Source: an optimization exercise on an open RTL-to-GDS flow (aim: small area). Production flows keep margins and buffers that such runs may drop.
Only simulation tests tie the RTL to the original design; equivalence was not proved.

## job 104
## ssc_tx_chan
module ssc_tx_chan
#(
    parameter logic [15:0] BASE   = 16'h0800,
    parameter int          SIN_AW = 13
) (
    input  logic        clk,
    input  logic        rst,
    input  logic [31:0] addr,
    input  logic [31:0] Wdata,
    input  logic        write,
    input  logic        read,
    output logic [31:0] Rdata,
    input  logic        tick,
    output logic [15:0] DAC,
    output logic        pushDAC,
    output logic        epoch
);
clock: 9.0 ns
lec_check: 0
abc_area: 1
cap_margin: 20
core_margin: 2
core_utilization: 40
gpl_timing_driven: 0
slew_margin: 20
synth_hierarchical: 1
standard.sh (not shown) runs the stock make flow with config.mk's settings and CLKGATE_MAP_FILE= SYNTH_SCRIPT=/design/flow/synth_recipe.tcl, a recipe that flattens the netlist after the stock synthesis.
==> flow/flow/run.sh <==
#!/bin/bash
# The standard layout (standard.sh), changed only in two ways: the port buffers use the
# smallest buffer cell, and clock tree synthesis inserts no dummy loads and uses clkbuf_8
# buffers on clusters of at most 10 sinks.
# Each tool's full output stays in the ORFS logs under orfs/logs; make's output goes to
# standard.log in this folder.
set -euo pipefail
export REMOVE_ABC_BUFFERS=1
export BUFFER_PORTS_ARGS="-buffer_cell sky130_fd_sc_hd__buf_1"
export CTS_ARGS="-sink_clustering_enable -repair_clock_nets -dont_use_dummy_load -buf_list {sky130_fd_sc_hd__clkbuf_8} -sink_clustering_size 10 -sink_clustering_max_diameter 50"
bash standard.sh > standard.log 2>&1
Job 104 | status: complete | timing, DRC, antenna: pass
Input-level comparison between job 105 and job 104:
Settings: clearing GPL_TIMING_DRIVEN, which used to be 0.
==> flow/flow/run.sh <==
#!/bin/bash
# The standard layout (standard.sh), changed only in two ways: the port buffers use the
# smallest buffer cell, and clock tree synthesis inserts no dummy loads and uses clkbuf_8
# buffers on clusters of at most 10 sinks.
# Each tool's full output stays in the ORFS logs under orfs/logs; make's output goes to
# standard.log in this folder.
set -euo pipefail
export BUFFER_PORTS_ARGS="-buffer_cell sky130_fd_sc_hd__buf_1"
export CTS_ARGS="-sink_clustering_enable -repair_clock_nets -dont_use_dummy_load -buf_list {sky130_fd_sc_hd__clkbuf_8} -sink_clustering_size 16 -sink_clustering_max_diameter 60"
bash standard.sh > standard.log 2>&1
Findings:
Job 105 completed end to end with timing, DRC and antenna clean.
Lower critical path depth was reported by job 105, not job 104.
In job 105, number of clock buffers in the layout is lower than in job 104.
Reported for job 104 and job 105, gate count after technology mapping turned out identical to the last digit.
Critical path launch point: n2_q$_DFF_P_ -> job 105, chph_q[0]$_DFFE_PP0P_ -> job 104

========
## run 1
ssc_tx_chan again, from the RTL that the note above started with.
Design ssc_tx_chan, start of the top module:
module ssc_tx_chan
#(
    parameter logic [15:0] BASE   = 16'h0800,
    parameter int          SIN_AW = 13
) (
    input  logic        clk,
    input  logic        rst,
    input  logic [31:0] addr,
    input  logic [31:0] Wdata,
    input  logic        write,
    input  logic        read,
    output logic [31:0] Rdata,
    input  logic        tick,
    output logic [15:0] DAC,
    output logic        pushDAC,
    output logic        epoch
);
    logic        hit;
    logic [9:0]  rsel;
    logic [9:0]  wsel;
    assign hit = (addr[15:6] == BASE[15:6]) && (addr[1:0] == 2'b00);
    always_comb begin
        for (int k = 0; k < 10; k++) begin
            rsel[k] = read  && hit && (addr[5:2] == 4'(k));
            wsel[k] = write && hit && (addr[5:2] == 4'(k));
        end
    end
    logic        run_q;
    logic [31:0] cadd_q, cph_q, chf_q, chph_q, prn_q, scnt_q, ecnt_q;
    logic [15:0] amp_q;
    logic        stat_q, rd_stat_q, epoch_q;
    logic               adv, prn_edge, epoch_set;
    logic [31:0]        cph_sum, chph_sum;
    logic [STATE_W-1:0] prn_nxt;
    logic               prn_bit;
    logic [31:0]        scnt_inc, ecnt_inc;
    assign adv = tick && run_q;
    ssc_add32_c u_cph_add  (.x(cph_q),  .y(cadd_q), .s(cph_sum));
    ssc_add32_p u_chph_add (.x(chph_q), .y(chf_q),  .s(chph_sum));
    assign prn_edge  = adv && chph_sum[31] && !chph_q[31];
    assign epoch_set = prn_edge && !wsel[5] && (prn_nxt == 14'h0001);
    ssc_prn_step u_prn (
        .hob_i   (prn_q[HOB_MSB -: HOB_W]),
        .poly_i  (prn_q[POLY_MSB -: POLY_W]),
        .state_i (prn_q[STATE_MSB:0]),
        .state_o (prn_nxt),
        .bit_o   (prn_bit)
    );
    always_comb begin
        logic sa, ea;
        sa = 1'b1;
        ea = 1'b1;
        for (int k = 0; k < 32; k++) begin
            scnt_inc[k] = scnt_q[k] ^ (adv && sa);
            ecnt_inc[k] = ecnt_q[k] ^ (epoch_set && ea);
            sa = sa & scnt_q[k];
            ea = ea & ecnt_q[k];
        end
    end
    always_ff @(posedge clk or posedge rst) begin
        if (rst) begin
            run_q     <= 1'b0;
            cadd_q    <= '0;
            cph_q     <= '0;
            chf_q     <= '0;
  ...
==> flow/config.mk <==
export PLATFORM = sky130hd
export DESIGN_NAME = ssc_tx_chan
export DESIGN_NICKNAME = ssc_tx_chan
export VERILOG_FILES = /design/flow/design.v
export SDC_FILE = /design/flow/constraint.sdc
export NUM_CORES = 4
export LEC_CHECK = 0
export ABC_AREA = 1
export CAP_MARGIN = 20
export CORE_MARGIN = 2
export CORE_UTILIZATION = 40
export GPL_TIMING_DRIVEN = 0
export SLEW_MARGIN = 20
export SYNTH_HIERARCHICAL = 1
==> flow/constraint.sdc <==
create_clock -name core_clock -period 9.0 [get_ports {clk}]
set_input_delay 1.8000 -clock core_clock [delete_from_list [all_inputs] [get_ports {clk}]]
set_output_delay 1.8000 -clock core_clock [all_outputs]
set_load 0.01 [all_outputs]
==> flow/flow/run.sh <==
#!/bin/bash
# The standard layout (standard.sh), changed only in two ways: the port buffers use the
# smallest buffer cell, and clock tree synthesis inserts no dummy loads and uses clkbuf_8
# buffers on clusters of at most 10 sinks.
# Each tool's full output stays in the ORFS logs under orfs/logs; make's output goes to
# standard.log in this folder.
set -euo pipefail
export BUFFER_PORTS_ARGS="-buffer_cell sky130_fd_sc_hd__buf_1"
export CTS_ARGS="-sink_clustering_enable -repair_clock_nets -dont_use_dummy_load -buf_list {sky130_fd_sc_hd__clkbuf_8} -sink_clustering_size 10 -sink_clustering_max_diameter 50"
bash standard.sh > standard.log 2>&1
Run 1 reached the final stage; the timing, design-rule and antenna checks on its layout passed.
Modified inputs, run 2 compared to run 1
- GPL_TIMING_DRIVEN removed (was 0)
--- a/flow/flow/run.sh
+++ b/flow/flow/run.sh
@@ -2,4 +2,3 @@
 # The standard layout (standard.sh), changed only in two ways: the port buffers use the
-# smallest buffer cell, and clock tree synthesis inserts no dummy loads and uses clkbuf_8
-# buffers on clusters of at most 10 sinks.
+# smallest buffer cell, and clock tree synthesis inserts no dummy loads.
 # Each tool's full output stays in the ORFS logs under orfs/logs; make's output goes to
Results
- In summary, run 2 completed successfully, with a layout that passed the timing, design-rule and antenna checks.
- Going from run 1 to run 2, post-route minimum period saw a decrease, length of the first detailed-routing pass in iterations decreased 3, register-to-register slack went up 0.16 ns, final-layout non-clock buffer area share lost 1.2 points, clock latency reported for the late side of the worst-skew pair level.
- Run 2: post-route core utilization is 0.65 points lower than what run 1 reported.
- Sort run 1 and run 2 by clock skew desc -> top: run 1
- Run 2 ended up with sky130_fd_sc_hd__xnor2_1 as its cell with the largest stage delay on the worst path; run 1 ended up with sky130_fd_sc_hd__fa_1.
--- input diff run 2..run 3 ---
--- a/flow/flow/run.sh
+++ b/flow/flow/run.sh
@@ -7,3 +7,3 @@
 export BUFFER_PORTS_ARGS="-buffer_cell sky130_fd_sc_hd__buf_1"
-export CTS_ARGS="-sink_clustering_enable -repair_clock_nets -dont_use_dummy_load -buf_list {sky130_fd_sc_hd__clkbuf_8} -sink_clustering_size 10 -sink_clustering_max_diameter 50"
+export CTS_ARGS="-sink_clustering_enable -repair_clock_nets -dont_use_dummy_load"
 bash standard.sh > standard.log 2>&1
[summary]
- Run 3 and run 2 ended up with nearly the same fmax.
- Comparing run 3 and run 2, the lower critical path depth was measured on run 2.
- Run 3 vs. run 2: area growth from synthesis to layout climbed 1.5 points; core utilization of the finished layout has increased; clock network contribution to total cell area went up 1.3 points.
- Final period utilization: run 2 vs run 3 — no meaningful difference
> inputs changed (run 3 -> run 4)
==> flow/flow/run.sh <==
#!/bin/bash
# The standard layout (standard.sh), changed only in two ways: the port buffers use the
# smallest buffer cell, and clock tree synthesis inserts no dummy loads and uses clkbuf_8
# buffers on clusters of at most 10 sinks.
# Each tool's full output stays in the ORFS logs under orfs/logs; make's output goes to
# standard.log in this folder.
set -euo pipefail
export BUFFER_PORTS_ARGS="-buffer_cell sky130_fd_sc_hd__buf_1"
export CTS_ARGS="-sink_clustering_enable -repair_clock_nets -dont_use_dummy_load -buf_list {sky130_fd_sc_hd__clkbuf_8} -sink_clustering_size 10 -sink_clustering_max_diameter 50"
bash standard.sh > standard.log 2>&1
Notes after the runs:
- Share of cell area taken by flip-flops and latches: run 4 > run 3
- Looking at run 3 and run 4, the met3 wire length is a wash.
- Against run 3 as the reference, run 4 delivers a lower first-pass GRT wire length.
- Number of buffer and inverter instances along the worst setup path in run 4 is 3 below run 3.
- Run 3 has higher worst hold slack across all endpoints than run 4.
- Run 4 vs. run 3: design area went down by about 1.3%.
- Diff run 3..run 4 | synthesized cell area | unchanged
- Run 4 vs. run 3: wire length reported by the detailed router comparable; average via count per standard cell comparable; worst setup slack comparable.

[separate check: timing with driven ports]
The flow's constraints put no driver on any port. The routed layouts listed below were extracted and timed again, unchanged, in two steps.
Step 1 sets driving cells, clkbuf_16 on the clock port and buf_2 on the other inputs (assumed; they add their load-dependent delay and slew).
Step 2 moves the port delays by t, midway between the first and last clock arrival at a register: inputs arrive t later, outputs are due t later. That takes back most of the time a late clock gives input paths.
Slacks: ideal ports / drivers / drivers and shift; pairs: ideal ports / drivers.
run	t, ns	setup slack, ns	hold WS [ns]	worst data-port slew with drivers (ns)
job 104	0.651	0.370 / 0.370 / 0.370	0.350 / 0.350 / 0.350	0.05
job 105	0.671	0.568 / 0.568 / 0.568	0.328 / 0.328 / 0.328	0.06
run 1	0.655	0.336 / 0.336 / 0.336	0.344 / 0.344 / 0.344	0.03
run 2	0.639	0.501 / 0.501 / 0.501	0.324 / 0.324 / 0.324	0.06
run 3	0.603	0.500 / 0.500 / 0.500	0.337 / 0.337 / 0.337	0.06
run 4	0.639	0.501 / 0.501 / 0.501	0.324 / 0.324 / 0.324	0.06
After both steps every run listed still meets setup and hold.
